Background: an optimization exercise with open tools, aiming at small area. Do not read the settings as production practice. Function was checked by simulation only, so behaviour that the tests miss may differ from the original. Power and IR drop assume default switching activity. No driver is modelled on the clock port, so clocking that relies on it looks cheaper here than on a real chip.

run A:
==> flow/design.v <==
`timescale 1ns / 1ps
package spq_pkg;
	localparam int DEPTH_DEFAULT = 16;
	localparam int ID_W = 6;
	localparam int PRI_W = 4;
	localparam int PAY_W = 32;
	localparam int FUNC_W = 2;
	localparam int OCC_W = 5;
	localparam logic [FUNC_W-1:0] FUNC_PUSH = 2'd0;
	localparam logic [FUNC_W-1:0] FUNC_POP = 2'd1;
	localparam logic [FUNC_W-1:0] FUNC_CLEAR = 2'd2;
	typedef enum logic {
		ST_IDLE,
		ST_HOLD
	} ctl_state_t;
	typedef struct packed {
		logic push;
		logic pop;
		logic clear;
		logic load;
	} ctl_cmd_t;
	typedef struct packed {
		logic full;
		logic empty;
	} dp_status_t;
endpackage
`timescale 1ns / 1ps
module spq_ctrl
(
	input  logic              clk,
	input  logic              arst_n,
	input  logic              req_valid,
	output logic              req_stall,
	output logic              rsp_valid,
	input  logic              rsp_stall,
	input  logic [spq_pkg::FUNC_W-1:0] func,
	input  spq_pkg::dp_status_t        status,
	output spq_pkg::ctl_cmd_t          cmd
);
	spq_pkg::ctl_state_t state_q;
	spq_pkg::ctl_state_t state_d;
	logic       accept;
	always_ff @(posedge clk or negedge arst_n) begin
		if (!arst_n) begin
			state_q <= spq_pkg::ST_IDLE;
		end else begin
			state_q <= state_d;
		end
	end
	always_comb begin
		req_stall = (state_q == spq_pkg::ST_HOLD) && rsp_stall;
		rsp_valid = (state_q == spq_pkg::ST_HOLD);
		accept = req_valid && !req_stall;
		cmd.load = accept;
		cmd.push = accept && (func == spq_pkg::FUNC_PUSH) && !status.full;
		cmd.pop = accept && (func == spq_pkg::FUNC_POP) && !status.empty;
		cmd.clear = accept && (func == spq_pkg::FUNC_CLEAR);
		state_d = state_q;
		case (state_q)
			spq_pkg::ST_IDLE: begin
				if (accept) begin
					state_d = spq_pkg::ST_HOLD;
				end
			end
			spq_pkg::ST_HOLD: begin
				if (!rsp_stall && !accept) begin
					state_d = spq_pkg::ST_IDLE;
				end
			end
			default: begin
				state_d = spq_pkg::ST_IDLE;
			end
		endcase
	end
endmodule
`timescale 1ns / 1ps
module spq_dp
#(
	parameter int DEPTH = spq_pkg::DEPTH_DEFAULT
) (
	input  logic             clk,
	input  logic             arst_n,
	input  spq_pkg::ctl_cmd_t         cmd,
	input  logic             rsp_valid,
	input  logic             req_stall,
	input  logic [spq_pkg::ID_W-1:0]  requester_id,
	input  logic [spq_pkg::PRI_W-1:0] priority_req,
	input  logic [spq_pkg::PAY_W-1:0] payload,
	output spq_pkg::dp_status_t       status,
	output logic             accepted,
	output logic [spq_pkg::ID_W-1:0]  popped_id,
	output logic [spq_pkg::PRI_W-1:0] popped_priority,
	output logic [spq_pkg::PAY_W-1:0] popped_payload,
	output logic [spq_pkg::OCC_W-1:0] occupancy,
	output logic [spq_pkg::ID_W-1:0]  head_id,
	output logic [spq_pkg::ID_W-1:0]  tail_id,
	output logic             is_empty
);
	localparam int CNT_W = $clog2(DEPTH + 1);
	localparam int SL_W = $clog2(DEPTH);
	logic [spq_pkg::ID_W-1:0]  id_q  [DEPTH];
	logic [spq_pkg::PAY_W-1:0] pay_q [DEPTH];
	logic [spq_pkg::PRI_W-1:0] pri_q [DEPTH];
	logic [SL_W-1:0]  slot_q [DEPTH];
	logic [CNT_W-1:0] count_q;
	logic [spq_pkg::ID_W-1:0] tail_q;
	logic             acc_q;
	logic             pop_q;
	logic [DEPTH-1:0] vld;
	logic [DEPTH-1:0] ge;
	logic             lt_any;
	logic [DEPTH-1:0] sel_new;
	logic [DEPTH-1:0] sel_head;
	logic [DEPTH-1:0] sel_pop;
	logic             empty;
	assign empty = (count_q == '0);
	logic renumber;
	assign renumber = empty && !cmd.push && !rsp_valid;
	function automatic logic pri_ge(input logic [spq_pkg::PRI_W-1:0] a,
			input logic [spq_pkg::PRI_W-1:0] b);
		logic r;
		r = 1'b1;
		for (int i = 0; i < spq_pkg::PRI_W; i++) begin
			r = (a[i] & !b[i]) | ((a[i] | !b[i]) & r);
		end
		pri_ge = r;
	endfunction
	always_comb begin
		lt_any = 1'b0;
		for (int r = 0; r < DEPTH; r++) begin
			vld[r] = (count_q > CNT_W'(r));
			ge[r] = vld[r] && pri_ge(pri_q[r], priority_req);
			lt_any = lt_any | (vld[r] && !ge[r]);
		end
		for (int s = 0; s < DEPTH; s++) begin
			sel_new[s] = (slot_q[DEPTH-1] == SL_W'(s));
			sel_head[s] = !empty && (slot_q[0] == SL_W'(s));
			sel_pop[s] = pop_q && sel_new[s];
		end
	end
	for (genvar r = 0; r < DEPTH; r++) begin : g_pos
		localparam int PREV = (r == 0) ? 0 : r - 1;
		localparam int NEXT = (r == DEPTH - 1) ? 0 : r + 1;
		logic take_new;
		logic c_new, c_prev, c_next, c_hold;
		assign take_new = (r == 0) ? 1'b1 : ge[PREV];
		assign c_new = cmd.push && !ge[r] && take_new;
		assign c_prev = cmd.push && !ge[r] && !take_new;
		assign c_next = cmd.pop;
		assign c_hold = !cmd.pop && !(cmd.push && !ge[r]);
		always_ff @(posedge clk) begin
			pri_q[r] <= ({spq_pkg::PRI_W{c_hold}} & pri_q[r])
				| ({spq_pkg::PRI_W{c_new}} & priority_req)
				| ({spq_pkg::PRI_W{c_prev}} & pri_q[PREV])
				| ({spq_pkg::PRI_W{c_next}} & pri_q[NEXT]);
		end
		always_ff @(posedge clk) begin
			slot_q[r] <= ({SL_W{c_hold && !renumber}} & slot_q[r])
				| ({SL_W{renumber}} & SL_W'(r))
				| ({SL_W{c_new}} & slot_q[DEPTH-1])
				| ({SL_W{c_prev}} & slot_q[PREV])
				| ({SL_W{c_next}} & slot_q[NEXT]);
		end
	end
	logic write_free;
	assign write_free = !status.full && !(pop_q && req_stall);
	for (genvar s = 0; s < DEPTH; s++) begin : g_slot
		logic we;
		assign we = write_free && sel_new[s];
		always_ff @(posedge clk) begin
			id_q[s] <= ({spq_pkg::ID_W{!we}} & id_q[s]) | ({spq_pkg::ID_W{we}} & requester_id);
			pay_q[s] <= ({spq_pkg::PAY_W{!we}} & pay_q[s]) | ({spq_pkg::PAY_W{we}} & payload);
		end
	end
	assign status.full = (count_q == CNT_W'(DEPTH));
	assign status.empty = empty;
	always_ff @(posedge clk or negedge arst_n) begin
		if (!arst_n) begin
			count_q <= '0;
		end else if (cmd.clear) begin
			count_q <= '0;
		end else if (cmd.push) begin
			count_q <= count_q + CNT_W'(1);
		end else if (cmd.pop) begin
			count_q <= count_q - CNT_W'(1);
		end
	end
	always_ff @(posedge clk) begin
		if (cmd.push && !lt_any) begin
			tail_q <= requester_id;
		end
	end
	always_ff @(posedge clk) begin
		if (cmd.load) begin
			acc_q <= cmd.push | cmd.pop | cmd.clear;
			pop_q <= cmd.pop;
		end
	end
	always_comb begin
		popped_id = '0;
		popped_payload = '0;
		head_id = '0;
		for (int s = 0; s < DEPTH; s++) begin
			popped_id = popped_id | ({spq_pkg::ID_W{sel_pop[s]}} & id_q[s]);
			popped_payload = popped_payload | ({spq_pkg::PAY_W{sel_pop[s]}} & pay_q[s]);
			head_id = head_id | ({spq_pkg::ID_W{sel_head[s]}} & id_q[s]);
		end
	end
	assign popped_priority = pop_q ? pri_q[DEPTH-1] : '0;
	assign accepted = acc_q;
	assign occupancy = spq_pkg::OCC_W'(count_q);
	assign is_empty = empty;
	assign tail_id = empty ? '0 : tail_q;
endmodule
`timescale 1ns / 1ps
module sorted_priority_queue_top
#(
	parameter int DEPTH = spq_pkg::DEPTH_DEFAULT
) (
	input  logic              clk,
	input  logic              arst_n,
	input  logic              req_valid,
	output logic              req_stall,
	input  logic [spq_pkg::FUNC_W-1:0] func,
	input  logic [spq_pkg::ID_W-1:0]   requester_id,
	input  logic [spq_pkg::PRI_W-1:0]  priority_req,
	input  logic [spq_pkg::PAY_W-1:0]  payload,
	output logic              rsp_valid,
	input  logic              rsp_stall,
	output logic              accepted,
	output logic [spq_pkg::ID_W-1:0]   popped_id,
	output logic [spq_pkg::PRI_W-1:0]  popped_priority,
	output logic [spq_pkg::PAY_W-1:0]  popped_payload,
	output logic [spq_pkg::OCC_W-1:0]  occupancy,
	output logic [spq_pkg::ID_W-1:0]   head_id,
	output logic [spq_pkg::ID_W-1:0]   tail_id,
	output logic              is_empty
);
	spq_pkg::ctl_cmd_t   cmd;
	spq_pkg::dp_status_t status;
	spq_ctrl u_ctrl (
		.clk       (clk),
		.arst_n    (arst_n),
		.req_valid (req_valid),
		.req_stall (req_stall),
		.rsp_valid (rsp_valid),
		.rsp_stall (rsp_stall),
		.func      (func),
		.status    (status),
		.cmd       (cmd)
	);
	spq_dp #(
		.DEPTH (DEPTH)
	) u_dp (
		.clk             (clk),
		.arst_n          (arst_n),
		.cmd             (cmd),
		.rsp_valid       (rsp_valid),
		.req_stall       (req_stall),
		.requester_id    (requester_id),
		.priority_req    (priority_req),
		.payload         (payload),
		.status          (status),
		.accepted        (accepted),
		.popped_id       (popped_id),
		.popped_priority (popped_priority),
		.popped_payload  (popped_payload),
		.occupancy       (occupancy),
		.head_id         (head_id),
		.tail_id         (tail_id),
		.is_empty        (is_empty)
	);
endmodule
clock: 4.0 ns
lec_check: 0
cap_margin: 20
core_margin: 2
core_utilization: 55
place_density: 0.8
setup_slack_margin: 0.1
slew_margin: 20
standard.sh (not shown) runs the stock make flow with config.mk's settings and CLKGATE_MAP_FILE= SYNTH_SCRIPT=/design/flow/synth_recipe.tcl, a recipe that flattens the netlist after the stock synthesis.
==> flow/flow/run.sh <==
#!/bin/bash
# The standard ORFS flow (the standard.sh) with three changes, all to how
# the layout is built, none to the design or its constraints:
#  - clock tree synthesis inserts no dummy loads,
#  - port buffers are the smallest buffer cell (buf_1) instead of a delay cell,
#  - larger clock sink clusters.
# Each make step writes its own log under orfs/logs; the whole make output is
# kept in flow_make.log.
set -uo pipefail
bash standard.sh finish \
	'CTS_ARGS=-sink_clustering_enable -repair_clock_nets -dont_use_dummy_load -sink_clustering_size 30 -sink_clustering_max_diameter 100' \
	'BUFFER_PORTS_ARGS=-buffer_cell sky130_fd_sc_hd__buf_1' \
	> flow_make.log 2>&1
Having completed the whole flow, run A delivered a layout that passed the timing, DRC and antenna checks.
## Diff of input files: run B against run A
- a change of CORE_UTILIZATION from 55 to 60
- a change of PLACE_DENSITY from 0.8 to 0.7
-- flow/flow/run.sh --
<<< run A, line 9
set -uo pipefail
bash standard.sh finish \
	'CTS_ARGS=-sink_clustering_enable -repair_clock_nets -dont_use_dummy_load -sink_clustering_size 30 -sink_clustering_max_diameter 100' \
	'BUFFER_PORTS_ARGS=-buffer_cell sky130_fd_sc_hd__buf_1' \
	> flow_make.log 2>&1
>>> run B, line 9
set -uo pipefail
bash standard.sh finish \
	'CTS_ARGS=-sink_clustering_enable -repair_clock_nets -dont_use_dummy_load -sink_clustering_size 16 -sink_clustering_max_diameter 70 -sink_clustering_buffer sky130_fd_sc_hd__clkbuf_8' \
	'BUFFER_PORTS_ARGS=-buffer_cell sky130_fd_sc_hd__buf_1' \
	> flow_make.log 2>&1
## What came out
Run comparison: run B worst setup path endpoint popped_payload[20]; run A worst setup path endpoint popped_payload[28]
Relative to run A, post-route fraction of the period consumed by the critical path has increased by 0.29 points in run B.
Looking at number of vias in the routed layout, run B sits 2.0% lower than run A does.
Diff run A -> run B: clock network fraction of total power shows an increase of 0.2 points, part of the power in combinational logic shows a reduction of 0.4 points.
diff inputs: run B => run C
- a change of PLACE_DENSITY from 0.7 to 0.8
- a change of CORE_UTILIZATION from 60 to 65
-- flow/flow/run.sh --
<<< run B, line 9
set -uo pipefail
bash standard.sh finish \
	'CTS_ARGS=-sink_clustering_enable -repair_clock_nets -dont_use_dummy_load -sink_clustering_size 16 -sink_clustering_max_diameter 70 -sink_clustering_buffer sky130_fd_sc_hd__clkbuf_8' \
	'BUFFER_PORTS_ARGS=-buffer_cell sky130_fd_sc_hd__buf_1' \
	> flow_make.log 2>&1
>>> run C, line 9
set -uo pipefail
bash standard.sh finish \
	'CTS_ARGS=-sink_clustering_enable -repair_clock_nets -dont_use_dummy_load -sink_clustering_size 30 -sink_clustering_max_diameter 100' \
	'BUFFER_PORTS_ARGS=-buffer_cell sky130_fd_sc_hd__buf_1' \
	> flow_make.log 2>&1
### Flow results
Delta (run C minus run B): global-route wire length before repair shrank by 2.1%; ratio of cells with drive above 1 in the final layout shrank by 1.3 points; die area shrank by about 8%.
[inputs] run D vs run C
- CORE_UTILIZATION now 60, was 65
- PLACE_DENSITY now 0.86, was 0.8
--- outcome ---
Max wire length per cell across run C and run D: run C
Run D vs run C, detailed-route vias per instance went down by 0.023.
Run D against run C: non-clock buffer count increased about 3%; initial antenna violation count decreased 1; setup slack after layout decreased 0.020 ns.
Re antenna diode instance count: run C and run D aren't equal, and the higher value belongs to run D.

[what the ideal ports hide]
The results above use ideal ports. As a check the final layouts listed here were re-extracted and re-timed, cells and wires unchanged. Step 1: set_driving_cell puts a clkbuf_16 on clk and a buf_2 on each other input, an assumption about the parent block. Step 2 times the ports against the registers' clock, not the clock port: input delays grow and output delays shrink by t, the midpoint of the rising clock arrivals with the driver on. Three values: ideal ports, drivers, drivers and shift; two values: the first two.
run | t, ns | setup WS [ns] | hold slack, ns | worst register clock-pin slew, ns | worst slew at a driven data input, ns | cell pins on the clock port's net
run A | 0.679 | 0.135 / 0.074 / 0.211 | 0.023 / -0.015 / 0.450 | 0.12 / 0.12 | 0.12 | 1
run B | 0.625 | 0.123 / 0.061 / 0.479 | 0.114 / 0.079 / 0.510 | 0.11 / 0.11 | 0.09 | 1
run C | 0.674 | 0.126 / 0.063 / 0.262 | 0.086 / 0.047 / 0.496 | 0.12 / 0.12 | 0.11 | 1
run D | 0.669 | 0.105 / 0.047 / 0.353 | 0.047 / 0.015 / 0.517 | 0.12 / 0.12 | 0.17 | 1
After both steps every run listed still meets setup and hold.
